Source: an optimization exercise on an open RTL-to-GDS flow (aim: small area and a short achievable clock period). Production flows keep margins and buffers that such runs may drop.
Function was checked by simulation only, so behaviour that the tests miss may differ from the original.
Power figures rest on the tool's default switching activity, not on a simulated workload.

==> 06-14 <==
==> flow/design.v <==
package pam4_pkg;
    typedef logic [1:0] symbol_t;
    typedef logic signed [8-1:0] sample_t;
    typedef logic signed [6-1:0] noise_t;
endpackage
`timescale 1ns/100ps
module chan_comb (
    input  logic s0,
    input  logic s1,
    input  logic p0,
    input  logic p1,
    input  logic n0,
    input  logic n1,
    input  logic n2,
    input  logic n3,
    input  logic n4,
    input  logic n5,
    output logic x0,
    output logic x1,
    output logic x2,
    output logic x3,
    output logic x4,
    output logic x5,
    output logic x6,
    output logic x7
);
    logic new_n19, new_n20, new_n21, new_n22, new_n23, new_n24, new_n25, new_n26, new_n27, new_n28, new_n29, new_n30, new_n31, new_n32, new_n33, new_n35, new_n37, new_n39, new_n40, new_n41, new_n42, new_n43, new_n44, new_n45, new_n46, new_n48, new_n49, new_n50, new_n51, new_n52, new_n53, new_n55, new_n56, new_n57, new_n58, new_n59, new_n60, new_n61, new_n62, new_n63, new_n64, new_n65, new_n67, new_n68, new_n69, new_n70, new_n71, new_n72, new_n73, new_n74, new_n75, new_n76, new_n77, new_n78, new_n79, new_n80, new_n81, new_n82;
    assign new_n19 = ~n2 & ~n3;
    assign new_n20 = s0 & p1;
    assign new_n21 = s1 & ~n5;
    assign new_n22 = p0 & n4;
    assign new_n23 = new_n21 & new_n22;
    assign new_n24 = new_n20 & new_n23;
    assign new_n25 = ~new_n19 & new_n24;
    assign new_n26 = n2 & n3;
    assign new_n27 = ~s0 & ~p1;
    assign new_n28 = ~s1 & n5;
    assign new_n29 = ~p0 & ~n4;
    assign new_n30 = new_n28 & new_n29;
    assign new_n31 = new_n27 & new_n30;
    assign new_n32 = ~new_n26 & new_n31;
    assign new_n33 = n0 & ~new_n32;
    assign x0 = new_n25 | new_n33;
    assign new_n35 = n1 & ~new_n32;
    assign x1 = new_n25 | new_n35;
    assign new_n37 = n2 & ~new_n24;
    assign x2 = ~new_n31 & ~new_n37;
    assign new_n39 = ~p0 & ~new_n26;
    assign new_n40 = ~new_n31 & new_n39;
    assign new_n41 = ~new_n19 & new_n40;
    assign new_n42 = p0 & ~new_n19;
    assign new_n43 = ~new_n40 & ~new_n42;
    assign new_n44 = ~new_n24 & ~new_n43;
    assign new_n45 = ~new_n26 & new_n44;
    assign new_n46 = p0 & ~new_n45;
    assign x3 = new_n41 | new_n46;
    assign new_n48 = ~new_n20 & ~new_n27;
    assign new_n49 = ~n4 & ~new_n48;
    assign new_n50 = n4 & new_n48;
    assign new_n51 = ~new_n49 & ~new_n50;
    assign new_n52 = new_n43 & ~new_n51;
    assign new_n53 = new_n44 & new_n51;
    assign x4 = ~new_n52 & ~new_n53;
    assign new_n55 = ~new_n21 & ~new_n28;
    assign new_n56 = n4 & ~new_n39;
    assign new_n57 = ~new_n42 & ~new_n56;
    assign new_n58 = new_n55 & new_n57;
    assign new_n59 = ~new_n55 & ~new_n57;
    assign new_n60 = ~new_n58 & ~new_n59;
    assign new_n61 = new_n20 & x4;
    assign new_n62 = new_n27 & ~x4;
    assign new_n63 = ~new_n61 & ~new_n62;
    assign new_n64 = new_n60 & ~new_n63;
    assign new_n65 = ~new_n60 & new_n63;
    assign x5 = ~new_n64 & ~new_n65;
    assign new_n67 = ~s1 & ~new_n20;
    assign new_n68 = s1 & ~new_n27;
    assign new_n69 = ~new_n67 & ~new_n68;
    assign new_n70 = ~n5 & ~new_n39;
    assign new_n71 = n5 & ~new_n42;
    assign new_n72 = n4 & ~new_n71;
    assign new_n73 = ~new_n70 & ~new_n72;
    assign new_n74 = ~new_n69 & ~new_n73;
    assign new_n75 = s1 & ~new_n20;
    assign new_n76 = ~new_n27 & ~new_n75;
    assign new_n77 = new_n73 & new_n76;
    assign new_n78 = ~new_n74 & ~new_n77;
    assign new_n79 = ~x5 & ~new_n78;
    assign new_n80 = new_n69 & new_n73;
    assign new_n81 = new_n74 & new_n76;
    assign new_n82 = ~new_n80 & ~new_n81;
    assign x6 = new_n79 | ~new_n82;
    assign x7 = new_n67 | new_n80;
endmodule
module isi_channel (
    input  logic                clk,
    input  logic                rstn,
    input  logic                symbol_valid,
    input  pam4_pkg::symbol_t   symbol,
    input  pam4_pkg::noise_t    noise,
    output logic                sample_valid,
    output pam4_pkg::sample_t   sample_level
);
    pam4_pkg::symbol_t prev_symbol;
    pam4_pkg::sample_t level_sat;
    chan_comb i_chan_comb (
        .s0 (symbol[0]), .s1 (symbol[1]), .p0 (prev_symbol[0]), .p1 (prev_symbol[1]),
        .n0 (noise[0]), .n1 (noise[1]), .n2 (noise[2]), .n3 (noise[3]), .n4 (noise[4]), .n5 (noise[5]),
        .x0 (level_sat[0]), .x1 (level_sat[1]), .x2 (level_sat[2]), .x3 (level_sat[3]),
        .x4 (level_sat[4]), .x5 (level_sat[5]), .x6 (level_sat[6]), .x7 (level_sat[7])
    );
    always_ff @(posedge clk) begin
        sample_valid <= rstn & symbol_valid;
        if (!rstn) begin
            prev_symbol <= 2'd1;
        end else if (symbol_valid) begin
            prev_symbol <= symbol;
        end
    end
    always_ff @(posedge clk) begin
        if (symbol_valid) begin
            sample_level <= level_sat;
        end
    end
endmodule
`timescale 1ns/100ps
module dfe_comb (
    input  logic x0,
    input  logic x1,
    input  logic x2,
    input  logic x3,
    input  logic x4,
    input  logic x5,
    input  logic x6,
    input  logic x7,
    input  logic d0,
    input  logic d1,
    output logic y0,
    output logic y1
);
    logic new_n13, new_n14, new_n15, new_n16, new_n17, new_n18, new_n19, new_n20, new_n21, new_n22, new_n23, new_n24, new_n25, new_n26, new_n27, new_n28, new_n29, new_n30, new_n31, new_n32, new_n33, new_n34, new_n35, new_n36, new_n37, new_n38, new_n39, new_n40, new_n41, new_n42, new_n43, new_n44, new_n45, new_n47;
    assign new_n13 = ~x0 & ~x1;
    assign new_n14 = x2 & ~new_n13;
    assign new_n15 = ~x3 & d0;
    assign new_n16 = ~new_n14 & new_n15;
    assign new_n17 = ~x4 & new_n16;
    assign new_n18 = x5 & ~new_n17;
    assign new_n19 = x3 & new_n14;
    assign new_n20 = ~x4 & ~new_n19;
    assign new_n21 = ~d0 & ~new_n20;
    assign new_n22 = ~x6 & ~new_n21;
    assign new_n23 = ~new_n18 & new_n22;
    assign new_n24 = d1 & new_n23;
    assign new_n25 = ~d1 & ~new_n23;
    assign new_n26 = x4 & ~d0;
    assign new_n27 = new_n19 & new_n26;
    assign new_n28 = ~x6 & ~new_n27;
    assign new_n29 = x5 & ~new_n28;
    assign new_n30 = ~x4 & d0;
    assign new_n31 = x6 & ~new_n30;
    assign new_n32 = ~new_n16 & new_n31;
    assign new_n33 = ~new_n29 & ~new_n32;
    assign new_n34 = ~new_n25 & new_n33;
    assign new_n35 = ~new_n24 & new_n34;
    assign new_n36 = ~x7 & ~new_n35;
    assign new_n37 = x6 & ~new_n17;
    assign new_n38 = x5 & ~new_n22;
    assign new_n39 = ~new_n37 & ~new_n38;
    assign new_n40 = ~x5 & ~new_n27;
    assign new_n41 = new_n32 & ~new_n40;
    assign new_n42 = d1 & ~new_n41;
    assign new_n43 = ~d1 & new_n41;
    assign new_n44 = ~new_n42 & ~new_n43;
    assign new_n45 = ~new_n39 & new_n44;
    assign y0 = new_n36 | new_n45;
    assign new_n47 = x7 & ~new_n43;
    assign y1 = ~new_n24 & ~new_n47;
endmodule
module dfe_detector (
    input  logic                clk,
    input  logic                rstn,
    input  logic                sample_valid,
    input  pam4_pkg::sample_t   sample_level,
    output logic                decision_valid,
    output pam4_pkg::symbol_t   decision_symbol
);
    logic [1:0] dec;
    dfe_comb i_dfe_comb (
        .x0 (sample_level[0]), .x1 (sample_level[1]), .x2 (sample_level[2]), .x3 (sample_level[3]),
        .x4 (sample_level[4]), .x5 (sample_level[5]), .x6 (sample_level[6]), .x7 (sample_level[7]),
        .d0 (decision_symbol[0]), .d1 (decision_symbol[1]),
        .y0 (dec[0]), .y1 (dec[1])
    );
    always_ff @(posedge clk) begin
        decision_valid <= rstn & sample_valid;
        if (!rstn) begin
            decision_symbol <= 2'd1;
        end else if (sample_valid) begin
            decision_symbol <= dec;
        end
    end
endmodule
`timescale 1ns/100ps
module pam4_link (
    input  logic        clk,
    input  logic        rstn,
    input  logic        symbol_valid,
    input  logic [1:0]  symbol,
    input  logic [5:0]  noise,
    output logic        sample_valid,
    output logic [7:0]  sample_level,
    output logic        decision_valid,
    output logic [1:0]  decision_symbol
);
    isi_channel i_isi_channel (
        .clk          (clk),
        .rstn         (rstn),
        .symbol_valid (symbol_valid),
        .symbol       (symbol),
        .noise        (noise),
        .sample_valid (sample_valid),
        .sample_level (sample_level)
    );
    dfe_detector i_dfe_detector (
        .clk             (clk),
        .rstn            (rstn),
        .sample_valid    (sample_valid),
        .sample_level    (sample_level),
        .decision_valid  (decision_valid),
        .decision_symbol (decision_symbol)
    );
endmodule
==> flow/flow/run.sh <==
#!/bin/bash
# Own layout flow: the standard flow (standard.sh) with three changes.
#  1. The technology-mapping abc call of the standard synthesis script uses flow/map.abc,
#     an area-oriented mapping script, instead of ORFS's abc script. Everything else in
#     synthesis (registers, their names and cells, flattening, renaming) is the standard flow's own.
#  2. No half/full adder cell extraction: abc maps all combinational logic.
#  3. Port buffers are plain buf_1 cells rather than the delay cells buffer_ports picks.
# The make output goes to make_finish.log; ORFS keeps each tool's log under orfs/logs.
set -euo pipefail
WORK=$(pwd)
FLOWDIR=$(cd "$(dirname "${BASH_SOURCE[0]}")" && pwd)
export OWN_ABC_SCRIPT=$FLOWDIR/map.abc
{
  echo 'proc abc {args} {'
  echo '  set i [lsearch -exact $args -script]'
  echo '  if {$i >= 0} { lset args [expr {$i + 1}] $::env(OWN_ABC_SCRIPT) }'
  echo '  yosys abc {*}$args'
  echo '}'
  cat "$WORK/synth_recipe.tcl"
} > "$WORK/own_synth.tcl"
export CTS_ARGS="-sink_clustering_enable -repair_clock_nets -dont_use_dummy_load"
export BUFFER_PORTS_ARGS="-inputs -outputs -buffer_cell sky130_fd_sc_hd__buf_1"
bash standard.sh SYNTH_SCRIPT="$WORK/own_synth.tcl" ADDER_MAP_FILE= SETUP_SLACK_MARGIN=9.15 finish > make_finish.log 2>&1
==> flow/flow/map.abc <==
strash
dch
map -D 900
topo
==> flow/standard.sh <==
#!/bin/bash
# synth_recipe.tcl (not shown) runs the flow's synth.tcl, then flattens the netlist and writes it again
# the make line also repeats each setting of config.mk as NAME=value (left out here)
make -C /OpenROAD-flow-scripts/flow DESIGN_CONFIG=/design/flow/config.mk WORK_HOME=/design/flow/orfs CLKGATE_MAP_FILE= SYNTH_SCRIPT=/design/flow/synth_recipe.tcl "${@:-finish}"
==> flow/config.mk <==
export PLATFORM = sky130hd
export DESIGN_NAME = pam4_link
export DESIGN_NICKNAME = pam4_link
export VERILOG_FILES = /design/flow/design.v
export SDC_FILE = /design/flow/constraint.sdc
export NUM_CORES = 4
export LEC_CHECK = 0
export CAP_MARGIN = 20
export CORE_AREA = 2.5 2.5 62.5 62.5
export DIE_AREA = 0 0 65 65
export SLEW_MARGIN = 20
==> flow/constraint.sdc <==
create_clock -name core_clock -period 13.0 [get_ports {clk}]
set_input_delay 2.6000 -clock core_clock [delete_from_list [all_inputs] [get_ports {clk}]]
set_output_delay 2.6000 -clock core_clock [all_outputs]
set_load 0.01 [all_outputs]
==> inputs of 01-16, as changes to 06-14 <==
--- a/flow/flow/run.sh
+++ b/flow/flow/run.sh
@@ -18,6 +18,5 @@
   echo '}'
   cat "$WORK/synth_recipe.tcl"
 } > "$WORK/own_synth.tcl"
-export CTS_ARGS="-sink_clustering_enable -repair_clock_nets -dont_use_dummy_load"
 export BUFFER_PORTS_ARGS="-inputs -outputs -buffer_cell sky130_fd_sc_hd__buf_1"
-bash standard.sh SYNTH_SCRIPT="$WORK/own_synth.tcl" ADDER_MAP_FILE= SETUP_SLACK_MARGIN=9.15 finish > make_finish.log 2>&1
+bash standard.sh SYNTH_SCRIPT="$WORK/own_synth.tcl" ADDER_MAP_FILE= SETUP_SLACK_MARGIN=9.6 finish > make_finish.log 2>&1
==> flow/flow/map.abc (replaced) <==
strash
dch
amap
topo
CORE_AREA = not set   (was 2.5 2.5 62.5 62.5)
CORE_MARGIN = 2   (was not set)
CORE_UTILIZATION = 40   (was not set)
DIE_AREA = not set   (was 0 0 65 65)
==> inputs of 05-03, as changes to 06-14 <==
--- a/flow/flow/run.sh
+++ b/flow/flow/run.sh
@@ -18,6 +18,5 @@
   echo '}'
   cat "$WORK/synth_recipe.tcl"
 } > "$WORK/own_synth.tcl"
-export CTS_ARGS="-sink_clustering_enable -repair_clock_nets -dont_use_dummy_load"
 export BUFFER_PORTS_ARGS="-inputs -outputs -buffer_cell sky130_fd_sc_hd__buf_1"
-bash standard.sh SYNTH_SCRIPT="$WORK/own_synth.tcl" ADDER_MAP_FILE= SETUP_SLACK_MARGIN=9.15 finish > make_finish.log 2>&1
+bash standard.sh SYNTH_SCRIPT="$WORK/own_synth.tcl" ADDER_MAP_FILE= finish > make_finish.log 2>&1
==> flow/flow/map.abc (replaced) <==
strash
dch
map -a
topo
CORE_AREA = not set   (was 2.5 2.5 62.5 62.5)
CORE_MARGIN = 2   (was not set)
CORE_UTILIZATION = 40   (was not set)
DIE_AREA = not set   (was 0 0 65 65)
==> qor summary <==
metric	01-16	05-03	06-14
Outcome	complete, no violations	complete, no violations	complete, no violations
Sequential power share	41.2%	51.7%	51.9%
# rows	16	17	21
Vias in the first global route	797	700	709
Post-synthesis instance area	856 sq um	893 sq um	903 sq um
Arrival time at the worst endpoint	4090 ps	4450 ps	3730 ps
Vias per Instance	5.18	4.82	4.52
Seq. cell area	364 sq um	360 sq um	360 sq um
Nets@finish	159	149	153
NonClk Buf Share	23.8%	8.58%	10.3%
Post_cts resized	28	0	1
Sw power	0.0396 mW	0.0330 mW	0.0326 mW
Gate power share	35.6%	25.4%	26.3%
Drt initial violations	14	6	30
Tap cell count	27	28	46
Static Leakage	0.528 nW	0.334 nW	0.372 nW
Leading cell type in the layout, fill and taps excluded	sky130_fd_sc_hd__buf_4	sky130_fd_sc_hd__clkinv_1	sky130_fd_sc_hd__buf_1
Global routing usage on met2	31.8%	23.6%	14.3%
Routed wire length on met2	1270 microns	798 microns	843 microns
Worst-case reg-to-reg path depth	13	11	8

-- separate check: timing with driven ports --
In the flow no input, the clock included, has a driving cell. The finished layouts below were timed again as built, in two steps. Step 1 assumes that a clkbuf_16 drives the clock port and a buf_2 every other input. Step 2 times the ports against the registers' clock, not the clock port: input delays grow and output delays shrink by t, the midpoint of the rising clock arrivals with the driver on. a / b / c = ideal / step 1 / step 2; a / b = the first two.
| run | t, ns | slack for setup (ns) | hold WS [ns] | worst setup path at the end | clock arrival spread, ns |
|---|---|---|---|---|---|
| 06-14 | 0.289 | 9.308 / 9.302 / 9.013 | 0.483 / 0.483 / 0.483 | input to register | 0.015 / 0.016 |
| 01-16 | 0.290 | 8.928 / 8.905 / 8.614 | 0.494 / 0.494 / 0.494 | input to register | 0.006 / 0.005 |
| 05-03 | 0.284 | 8.567 / 8.566 / 8.281 | 0.495 / 0.495 / 0.495 | input to register | 0.003 / 0.003 |
After both steps every run listed still meets setup and hold. The setup slack of 01-16, which loses most, moves by -0.023 ns with the drivers and by -0.314 ns with both steps.
